What follows belongs to an exercise in optimizing a design on an open flow for small area; a production flow would make more cautious choices.
Function was checked by simulation only, so behaviour that the tests miss may differ from the original.
No activity file was given, so power comes from the tool's default toggle rates.

== the baseline ==
// uart_flash_bridge
module uart_flash_bridge (
	input  logic CLK_50MHZ,
	input  logic RST,
	input  logic rs_rxd,
	output logic rs_txd
);
Size in the first run: about 43,000 um2 of cells after synthesis.
make LEC_CHECK=0 CAP_MARGIN=20 CORE_MARGIN=2 CORE_UTILIZATION=40 CTS_BUF_LIST=sky130_fd_sc_hd__clkbuf_4 CTS_CLUSTER_DIAMETER=40 CTS_CLUSTER_SIZE=12 SLEW_MARGIN=20 finish   # period 20.0 ns
run.sh (not shown) runs the stock make flow with config.mk's settings and CLKGATE_MAP_FILE= SYNTH_SCRIPT=/design/flow/synth_recipe.tcl, a recipe that flattens the netlist after the stock synthesis.
## Diff of input files: the candidate against the baseline
==> flow/flow/run.sh (new file) <==
#!/bin/bash
# Standard layout, with clock tree synthesis given its own arguments: small
# clock buffers in small clusters and no dummy loads.
set -euo pipefail
CTS="-sink_clustering_enable -repair_clock_nets -buf_list sky130_fd_sc_hd__clkbuf_4 -sink_clustering_size 12 -sink_clustering_max_diameter 40 -dont_use_dummy_load"
bash standard.sh "CTS_ARGS=$CTS" finish > standard_flow.log 2>&1
==> flow/standard.sh (new file) <==
#!/bin/bash
# synth_recipe.tcl (not shown) runs the flow's synth.tcl, then flattens the netlist and writes it again
# the make line also repeats each setting of config.mk as NAME=value (left out here)
make -C /OpenROAD-flow-scripts/flow DESIGN_CONFIG=/design/flow/config.mk WORK_HOME=/design/flow/orfs CLKGATE_MAP_FILE= SYNTH_SCRIPT=/design/flow/synth_recipe.tcl "${@:-finish}"
removed: flow/run.sh
## What came out
The candidate went all the way through synthesis, placement and routing and the layout is clean on timing, DRC and antenna. The candidate vs. the baseline: final cell count down 46, clock network contribution to total cell area down 1.1 points, final non-filler cell area down 530 um2, non-clock buffer count flat, portion of the clock cycle consumed by the worst path in the final layout flat. Of the candidate and the baseline, it is the candidate that has the lower share of total power consumed by net switching. The candidate -> the baseline: routed wire length flat. | total power | higher: the baseline |. Looking at hold slack across the baseline and the candidate, the one that comes out higher is the baseline. Of the baseline and the candidate, the higher global-route wire length before repair belongs to the baseline.

* * *

uart_flash_bridge, a different RTL version from the one above (not shown whole).
Size in the first run: ~2300 cells after synthesis, ~4 I/O pins, ~0.043 mm2 of cells after synthesis.
Settings: LEC_CHECK=0, CAP_MARGIN=20, CORE_MARGIN=2, CORE_UTILIZATION=40, CTS_BUF_LIST=sky130_fd_sc_hd__clkbuf_4, CTS_CLUSTER_DIAMETER=40, CTS_CLUSTER_SIZE=12, SLEW_MARGIN=20; clock period 20.0 ns.
standard.sh (not shown) runs the stock make flow with config.mk's settings and CLKGATE_MAP_FILE= SYNTH_SCRIPT=/design/flow/synth_recipe.tcl, a recipe that flattens the netlist after the stock synthesis.
==> flow/flow/run.sh <==
#!/bin/bash
# Standard layout, with clock tree synthesis given its own arguments: 4x
# buffers in clusters of up to 13 flip-flops and no dummy loads.
set -euo pipefail
CTS="-sink_clustering_enable -repair_clock_nets -buf_list sky130_fd_sc_hd__buf_4 -sink_clustering_size 13 -sink_clustering_max_diameter 40 -dont_use_dummy_load"
bash standard.sh "CTS_ARGS=$CTS" finish > standard_flow.log 2>&1
Next try:
==> flow/flow/run.sh (replaced) <==
#!/bin/bash
# Standard layout, with clock tree synthesis given its own arguments: 4x
# buffers in clusters of up to 14 flip-flops and no dummy loads.
set -euo pipefail
CTS="-sink_clustering_enable -repair_clock_nets -buf_list sky130_fd_sc_hd__buf_4 -sink_clustering_size 14 -sink_clustering_max_diameter 40 -dont_use_dummy_load"
bash standard.sh "CTS_ARGS=$CTS" finish > standard_flow.log 2>&1
Settings changed: CTS_BUF_LIST sky130_fd_sc_hd__clkbuf_4 to default, CTS_CLUSTER_DIAMETER 40 to default, CTS_CLUSTER_SIZE 12 to default, PLACE_DENSITY from default to 0.8.
The new run produced a clean layout.
Critical path depth does not change.
Global-route usage barely changes.
Setup slack is worse by 0.0033 ns.
Design area stays flat.
Hold slack is about the same.
Final cell count hardly moves.
Sequential cell count does not change.
Routed wire length is higher by about 0.7%.
Total power is lower by about 0.8%.
Synthesized cell count stays the same.

port drivers added, routing unchanged:
No port has a modelled driver above. Below, the same layouts with a new extraction and two added sets of constraints.
Step 1 assumes that a clkbuf_16 drives the clock port and a buf_2 every other input.
Step 2 also shifts input and output timing later by t, the mid clock arrival at the registers, as if the neighbouring blocks saw the same clock.
Three values: no drivers, after step 1, after step 2; two values: the first two.
| run | shift t [ns] | setup slack, ns | worst setup path after step 2 |
|---|---|---|---|
| the baseline | 1.097 | 12.635 / 12.576 / 13.673 | register to output |
| the candidate | 1.043 | 12.659 / 12.600 / 13.643 | register to output |
| the first run of note 2 | 0.884 | 13.480 / 13.430 / 14.314 | register to output |
| the second run of note 2 | 0.883 | 13.477 / 13.426 / 14.310 | register to output |
After both steps setup and hold are still met in every run listed.
